Context: an optimization exercise on an open-source flow, tuned for small area, a short achievable clock period and few clock cycles per item. The choices shown serve that exercise and are no tape-out recipe. RTL that was checked went through simulation tests only; none was proved equivalent to the original. Power is estimated from default activity; no workload was simulated. The flow treats the clock pin as an ideal source, which a real chip does not have.

## green
==> module arp_cache_table, before the edit <==
module arp_cache_table #(
  parameter int ENTRIES = 16
) (
  input  logic clk,
  input  logic rst,
  input  logic req_valid,
  output logic req_stall,
  input  arp_pkg::in_t  req,
  output logic rsp_valid,
  input  logic rsp_stall,
  output arp_pkg::out_t rsp
);
  localparam int IDX_W = (ENTRIES > 1) ? $clog2(ENTRIES) : 1;
  logic                      v0;
  logic                      add0;
  logic [arp_pkg::IP_W-1:0]  ip0;
  logic [arp_pkg::MAC_W-1:0] mac0;
  logic [ENTRIES-1:0]        hit0;
  logic blocked;
  logic hold;
  logic accept;
  assign hold      = blocked && rsp_stall;
  assign req_stall = hold;
  assign accept    = req_valid && !hold;
  logic [ENTRIES-1:0]                      valid;
  logic [ENTRIES-1:0]                      match;
  logic [ENTRIES-1:0]                      wr_en;
  logic [ENTRIES-1:0][arp_pkg::MAC_W-1:0]  slot_mac;
  for (genvar i = 0; i < ENTRIES; i++) begin : g_slot
    arp_cell u_cell (
      .clk    (clk),
      .wr_en  (wr_en[i]),
      .wr_ip  (ip0),
      .wr_mac (mac0),
      .key    (req.ip_addr),
      .match  (match[i]),
      .mac    (slot_mac[i])
    );
  end
  logic               eq_prev;
  logic [ENTRIES-1:0] hit_in;
  assign eq_prev = (req.ip_addr == ip0);
  always_comb begin
    for (int i = 0; i < ENTRIES; i++) begin
      if (wr_en[i]) hit_in[i] = eq_prev;
      else          hit_in[i] = valid[i] && match[i];
    end
  end
  always_ff @(posedge clk) begin
    if (rst) begin
      v0 <= 1'b0;
    end else if (!hold) begin
      v0 <= accept;
    end
  end
  always_ff @(posedge clk) begin
    if (!hold) begin
      add0 <= req.mode;
      hit0 <= hit_in;
    end
  end
  always_ff @(posedge clk) begin
    ip0  <= req.ip_addr;
    mac0 <= req.mac_in;
  end
  logic [ENTRIES-1:0] alloc;
  logic               full;
  logic               any_hit;
  logic               do_add;
  logic               adv;
  always_comb begin
    for (int i = 0; i < ENTRIES; i++) begin
      valid[i] = full;
      for (int j = i + 1; j < ENTRIES; j++) valid[i] = valid[i] || alloc[j];
    end
    any_hit = |hit0;
    do_add  = v0 && add0;
    wr_en   = {ENTRIES{do_add}} & (hit0 | (any_hit ? '0 : alloc));
  end
  assign adv = do_add && !any_hit;
  always_ff @(posedge clk) begin
    if (rst) begin
      alloc <= ENTRIES'(1);
      full  <= 1'b0;
    end else if (adv) begin
      if (!full && alloc[ENTRIES-1]) begin
        full  <= 1'b1;
        alloc <= ENTRIES'(1) << (1 % ENTRIES);
      end else begin
        alloc <= {alloc[ENTRIES-2:0], alloc[ENTRIES-1]};
      end
    end
  end
  logic [arp_pkg::MAC_W-1:0] rd_mac;
  logic                      push;
  logic                      load_rsp;
  logic                      rv_next;
  always_comb begin
    rd_mac = '0;
    for (int i = 0; i < ENTRIES; i++) begin
      rd_mac = rd_mac | (slot_mac[i] & {arp_pkg::MAC_W{hit0[i]}});
    end
  end
  assign push     = v0 && !add0;
  assign load_rsp = !(rsp_valid && rsp_stall);
  assign rv_next  = load_rsp ? push : 1'b1;
  always_ff @(posedge clk) begin
    if (rst) begin
      rsp_valid <= 1'b0;
      blocked   <= 1'b0;
    end else begin
      rsp_valid <= rv_next;
      blocked   <= rv_next && (hold ? 1'b1 : (accept && req.mode == arp_pkg::MODE_LOOKUP));
    end
  end
  always_ff @(posedge clk) begin
    if (load_rsp) begin
      rsp.hit     <= any_hit;
      rsp.mac_out <= rd_mac;
    end
  end
endmodule
clock: 5.0 ns
lec_check: 0
cap_margin: 20
core_margin: 2
core_utilization: 70
cts_cluster_diameter: 100
cts_cluster_size: 30
setup_slack_margin: 2.6
slew_margin: 20
tns_end_percent: 20
standard.sh (not shown) runs the stock make flow with config.mk's settings and CLKGATE_MAP_FILE= SYNTH_SCRIPT=/design/flow/synth_recipe.tcl, a recipe that flattens the netlist after the stock synthesis.
==> flow/flow/run.sh <==
#!/bin/bash
# layout flow: the standard flow with buf_2 port buffers, the input buffers of the
# high-fanout inputs upsized after global placement, and no dummy clock loads
export BUFFER_PORTS_ARGS="-buffer_cell sky130_fd_sc_hd__buf_2"
export POST_GLOBAL_PLACE_TCL="$(pwd)/flow/post_gp.tcl"
export CTS_ARGS="-sink_clustering_enable -repair_clock_nets -sink_clustering_size 30 -sink_clustering_max_diameter 100 -dont_use_dummy_load"
bash standard.sh > standard.log 2>&1
==> flow/flow/post_gp.tcl <==
# after global placement: upsize the port buffers of the inputs with many loads
# (req_ip feeds the compare of every slot; rsp_stall, req_valid and req_mode feed the hold logic)
set block [ord::get_db_block]
foreach bt [$block getBTerms] {
  set name [$bt getName]
  if {[string match "req_ip*" $name] || $name eq "rsp_stall" || $name eq "req_valid" || $name eq "req_mode"} {
    set net [$bt getNet]
    foreach it [$net getITerms] {
      set inst [$it getInst]
      if {[[$inst getMaster] getName] ne "sky130_fd_sc_hd__buf_8"} {
        puts "upsizing port buffer [$inst getName] of $name"
        replace_cell [$inst getName] sky130_fd_sc_hd__buf_8
      }
    }
  }
}
Edits applied to the flow inputs when going from green to purple:
==> flow/design.v, changed modules only <==
module arp_cache_table #(
  parameter int ENTRIES = 16
) (
  input  logic clk,
  input  logic rst,
  input  logic req_valid,
  output logic req_stall,
  input  arp_pkg::in_t  req,
  output logic rsp_valid,
  input  logic rsp_stall,
  output arp_pkg::out_t rsp
);
  localparam int IDX_W = (ENTRIES > 1) ? $clog2(ENTRIES) : 1;
  logic                      v0;
  logic                      add0;
  logic [arp_pkg::IP_W-1:0]  ip0;
  logic [arp_pkg::MAC_W-1:0] mac0;
  logic [ENTRIES-1:0]        hit0;      
  logic [ENTRIES-1:0]        hit0_wr;   
  logic blocked;
  logic hold;
  logic accept;
  assign hold      = blocked && rsp_stall;
  assign req_stall = hold;
  assign accept    = req_valid && !hold;
  logic [ENTRIES-1:0]                      valid;
  logic [ENTRIES-1:0]                      match;
  logic [ENTRIES-1:0]                      wr_en;
  logic [ENTRIES-1:0][arp_pkg::MAC_W-1:0]  slot_mac;
  for (genvar i = 0; i < ENTRIES; i++) begin : g_slot
    arp_cell u_cell (
      .clk    (clk),
      .wr_en  (wr_en[i]),
      .wr_ip  (ip0),
      .wr_mac (mac0),
      .key    (req.ip_addr),
      .match  (match[i]),
      .mac    (slot_mac[i])
    );
  end
  logic               eq_prev;
  logic [ENTRIES-1:0] hit_in;
  assign eq_prev = (req.ip_addr == ip0);
  always_comb begin
    for (int i = 0; i < ENTRIES; i++) begin
      if (wr_en[i]) hit_in[i] = eq_prev;
      else          hit_in[i] = valid[i] && match[i];
    end
  end
  always_ff @(posedge clk) begin
    if (rst) begin
      v0 <= 1'b0;
    end else if (!hold) begin
      v0 <= accept;
    end
  end
  always_ff @(posedge clk) begin
    if (!hold) begin
      add0 <= req.mode;
      hit0 <= hit_in;
    end
  end
  always_ff @(posedge clk) begin
    ip0     <= req.ip_addr;
    mac0    <= req.mac_in;
    hit0_wr <= hit_in;
  end
  logic [ENTRIES-1:0] alloc;
  logic               full;
  logic               any_hit;
  logic               do_add;
  logic               adv;
  always_comb begin
    for (int i = 0; i < ENTRIES; i++) begin
      valid[i] = full;
      for (int j = i + 1; j < ENTRIES; j++) valid[i] = valid[i] || alloc[j];
    end
    any_hit = |hit0_wr;
    do_add  = v0 && add0;
    wr_en   = {ENTRIES{do_add}} & (hit0_wr | (any_hit ? '0 : alloc));
  end
  assign adv = do_add && !any_hit;
  always_ff @(posedge clk) begin
    if (rst) begin
      alloc <= ENTRIES'(1);
      full  <= 1'b0;
    end else if (adv) begin
      if (!full && alloc[ENTRIES-1]) begin
        full  <= 1'b1;
        alloc <= ENTRIES'(1) << (1 % ENTRIES);
      end else begin
        alloc <= {alloc[ENTRIES-2:0], alloc[ENTRIES-1]};
      end
    end
  end
  logic [arp_pkg::MAC_W-1:0] rd_mac;
  logic                      push;
  logic                      load_rsp;
  logic                      rv_next;
  always_comb begin
    rd_mac = '0;
    for (int i = 0; i < ENTRIES; i++) begin
      rd_mac = rd_mac | (slot_mac[i] & {arp_pkg::MAC_W{hit0[i]}});
    end
  end
  assign push     = v0 && !add0;
  assign load_rsp = !(rsp_valid && rsp_stall);
  assign rv_next  = load_rsp ? push : 1'b1;
  always_ff @(posedge clk) begin
    if (rst) begin
      rsp_valid <= 1'b0;
      blocked   <= 1'b0;
    end else begin
      rsp_valid <= rv_next;
      blocked   <= rv_next && (hold ? 1'b1 : (accept && req.mode == arp_pkg::MODE_LOOKUP));
    end
  end
  always_ff @(posedge clk) begin
    if (load_rsp) begin
      rsp.hit     <= |hit0;
      rsp.mac_out <= rd_mac;
    end
  end
endmodule
Compared with green, purple shows a higher post-route core utilization. On total half-perimeter wirelength after legalization and detailed placement, purple does better than green. green → purple: final area picked up an extra 1.1%; met2 track demand over resource picked up an extra 0.63 points; combined flip-flop and latch cell area picked up an extra 0.81%. purple vs green: number of post-CTS setup repair buffers up in purple. green → purple: worst setup slack went down by 57 ps, flip-flop and latch count went up by 1.1%, cell depth of the worst setup path went up by 1. | area growth from synthesis to final layout | purple vs green | 0.80 points higher |.
No run of this note included a check of the RTL's function; only the layout flow was run.

## JK
Another version of the RTL of arp_cache (not shown whole).
Size in the first run: roughly 2900 cells after synthesis, ~1400 flip-flops, ~53000 µm² of cells after synthesis.
==> module arp_cache_table, before the edit <==
module arp_cache_table #(
  parameter int ENTRIES = 16
) (
  input  logic clk,
  input  logic rst,
  input  logic req_valid,
  output logic req_stall,
  input  arp_pkg::in_t  req,
  output logic rsp_valid,
  input  logic rsp_stall,
  output arp_pkg::out_t rsp
);
  localparam int IDX_W = (ENTRIES > 1) ? $clog2(ENTRIES) : 1;
  logic                      v0;
  logic                      add0;
  logic [arp_pkg::IP_W-1:0]  ip0;
  logic [arp_pkg::MAC_W-1:0] mac0;
  logic [ENTRIES-1:0]        hit0;
  logic blocked;
  logic hold;
  logic accept;
  assign hold      = blocked && rsp_stall;
  assign req_stall = hold;
  assign accept    = req_valid && !hold;
  logic [ENTRIES-1:0]                      valid;
  logic [ENTRIES-1:0]                      match;
  logic [ENTRIES-1:0]                      wr_en;
  logic [ENTRIES-1:0][arp_pkg::MAC_W-1:0]  slot_mac;
  for (genvar i = 0; i < ENTRIES; i++) begin : g_slot
    arp_cell u_cell (
      .clk    (clk),
      .wr_en  (wr_en[i]),
      .wr_ip  (ip0),
      .wr_mac (mac0),
      .key    (req.ip_addr),
      .match  (match[i]),
      .mac    (slot_mac[i])
    );
  end
  logic               eq_prev;
  logic [ENTRIES-1:0] hit_in;
  assign eq_prev = (req.ip_addr == ip0);
  always_comb begin
    for (int i = 0; i < ENTRIES; i++) begin
      if (wr_en[i]) hit_in[i] = eq_prev;
      else          hit_in[i] = valid[i] && match[i];
    end
  end
  always_ff @(posedge clk) begin
    if (rst) begin
      v0 <= 1'b0;
    end else if (!hold) begin
      v0 <= accept;
    end
  end
  always_ff @(posedge clk) begin
    if (!hold) begin
      add0 <= req.mode;
      hit0 <= hit_in;
    end
  end
  always_ff @(posedge clk) begin
    ip0  <= req.ip_addr;
    mac0 <= req.mac_in;
  end
  logic [IDX_W-1:0]   alloc_idx;
  logic               full;
  logic [ENTRIES-1:0] alloc;
  logic               any_hit;
  logic               do_add;
  logic               adv;
  always_comb begin
    for (int i = 0; i < ENTRIES; i++) begin
      valid[i] = full || (alloc_idx > IDX_W'(i));
      alloc[i] = (alloc_idx == IDX_W'(i));
    end
    any_hit = |hit0;
    do_add  = v0 && add0;
    wr_en   = {ENTRIES{do_add}} & (hit0 | (any_hit ? '0 : alloc));
  end
  assign adv = do_add && !any_hit;
  always_ff @(posedge clk) begin
    if (rst) begin
      alloc_idx <= '0;
      full      <= 1'b0;
    end else if (adv) begin
      if (!full && alloc_idx == IDX_W'(ENTRIES - 1)) begin
        full      <= 1'b1;
        alloc_idx <= IDX_W'(1 % ENTRIES);
      end else begin
        alloc_idx <= IDX_W'(alloc_idx + 1'b1);
      end
    end
  end
  logic [arp_pkg::MAC_W-1:0] rd_mac;
  logic                      push;
  logic                      load_rsp;
  logic                      rv_next;
  always_comb begin
    rd_mac = '0;
    for (int i = 0; i < ENTRIES; i++) begin
      rd_mac = rd_mac | (slot_mac[i] & {arp_pkg::MAC_W{hit0[i]}});
    end
  end
  assign push     = v0 && !add0;
  assign load_rsp = !(rsp_valid && rsp_stall);
  assign rv_next  = load_rsp ? push : 1'b1;
  always_ff @(posedge clk) begin
    if (rst) begin
      rsp_valid <= 1'b0;
      blocked   <= 1'b0;
    end else begin
      rsp_valid <= rv_next;
      blocked   <= rv_next && (hold ? 1'b1 : (accept && req.mode == arp_pkg::MODE_LOOKUP));
    end
  end
  always_ff @(posedge clk) begin
    if (load_rsp) begin
      rsp.hit     <= any_hit;
      rsp.mac_out <= rd_mac;
    end
  end
endmodule
Settings: LEC_CHECK=0, CAP_MARGIN=20, CORE_MARGIN=2, CORE_UTILIZATION=70, CTS_CLUSTER_DIAMETER=100, CTS_CLUSTER_SIZE=30, SETUP_SLACK_MARGIN=2.6, SLEW_MARGIN=20; clock period 5.0 ns.
==> flow/flow/run.sh <==
#!/bin/bash
# layout flow: the standard flow, with buf_2 cells as the port buffers and no dummy clock loads
export BUFFER_PORTS_ARGS="-buffer_cell sky130_fd_sc_hd__buf_2"
export CTS_ARGS="-sink_clustering_enable -repair_clock_nets -sink_clustering_size 30 -sink_clustering_max_diameter 100 -dont_use_dummy_load"
bash standard.sh > standard.log 2>&1
Testbench counts of JK, summed over its fixed seeds: cycles 18,012, items 18,000.
[inputs] MS vs JK
--- a/flow/design.v
+++ b/flow/design.v
@@ -93,39 +93,39 @@
     end
   end
   always_ff @(posedge clk) begin
     ip0  <= req.ip_addr;
     mac0 <= req.mac_in;
   end
-  logic [IDX_W-1:0]   alloc_idx;
-  logic               full;
+  logic [IDX_W-1:0]   rep;         
+  logic [ENTRIES-1:0] rep_oh;
+  logic [ENTRIES-1:0] first_empty;
   logic [ENTRIES-1:0] alloc;
   logic               any_hit;
+  logic               full;
   logic               do_add;
   logic               adv;
+  assign full = valid[ENTRIES-1];    
   always_comb begin
     for (int i = 0; i < ENTRIES; i++) begin
-      valid[i] = full || (alloc_idx > IDX_W'(i));
-      alloc[i] = (alloc_idx == IDX_W'(i));
+      first_empty[i] = !valid[i] && ((i == 0) ? 1'b1 : valid[(i == 0) ? 0 : i-1]);
+      rep_oh[i]      = (rep == IDX_W'(i));
     end
     any_hit = |hit0;
+    alloc   = full ? rep_oh : first_empty;
     do_add  = v0 && add0;
     wr_en   = {ENTRIES{do_add}} & (hit0 | (any_hit ? '0 : alloc));
   end
   assign adv = do_add && !any_hit;
   always_ff @(posedge clk) begin
     if (rst) begin
-      alloc_idx <= '0;
-      full      <= 1'b0;
+      valid <= '0;
+      rep   <= IDX_W'(1);
     end else if (adv) begin
-      if (!full && alloc_idx == IDX_W'(ENTRIES - 1)) begin
-        full      <= 1'b1;
-        alloc_idx <= IDX_W'(1 % ENTRIES);
-      end else begin
-        alloc_idx <= IDX_W'(alloc_idx + 1'b1);
-      end
+      if (full) rep <= IDX_W'(rep + 1'b1);
+      else      valid <= valid | first_empty;
     end
   end
   logic [arp_pkg::MAC_W-1:0] rd_mac;
   logic                      push;
   logic                      load_rsp;
   logic                      rv_next;
[summary]
- Summary — met2 wire length, MS relative to JK: lower, by about 0.5%.
- | worst hold margin | lower: JK |
- Both conditions hold for MS: the flow ran to the end and the final layout passed the timing, DRC and antenna checks.
- The flow did not stop early for JK: all stages ran, and the layout cleared the timing, DRC and antenna checks.
- Compared with JK, MS shows a cell count after synthesis that is 2.6% higher.
- In MS, the combinational gate power came out about 1% below the value in JK.
- Going from JK to MS, setup slack after layout down 0.013 ns, area taken by flip-flops and latches moved up.
- Vertical die dimension is higher on MS
- Going from JK to MS, weighted congestion at the end of routability-driven global placement lower, overall power higher.
Testbench counts of MS, summed over its fixed seeds: cycles 18,012, items 18,000.

[re-timing with driven ports]
How much do the figures lean on ideal ports? The routed layouts below were timed once more, with nothing changed but the port constraints. Step 1 assumes that a clkbuf_16 drives the clock port and a buf_2 every other input. Step 2 times the ports against the registers' clock, not the clock port: input delays grow and output delays shrink by t, the midpoint of the rising clock arrivals with the driver on. Three values: ideal ports, drivers, drivers and shift; two values: the first two.
| run | shift t [ns] | setup slack, ns | pins driven straight from the clock port |
|---|---|---|---|
| green | 0.715 | 2.376 / 2.376 / 1.807 | 1 |
| purple | 0.727 | 2.319 / 2.339 / 1.612 | 1 |
| JK | 0.723 | 2.536 / 2.544 / 1.861 | 1 |
| MS | 0.711 | 2.523 / 2.556 / 1.845 | 1 |
After both steps setup and hold are still met in every run listed. The setup slack of purple, which loses most, moves by +0.020 ns with the drivers and by -0.707 ns with both steps.
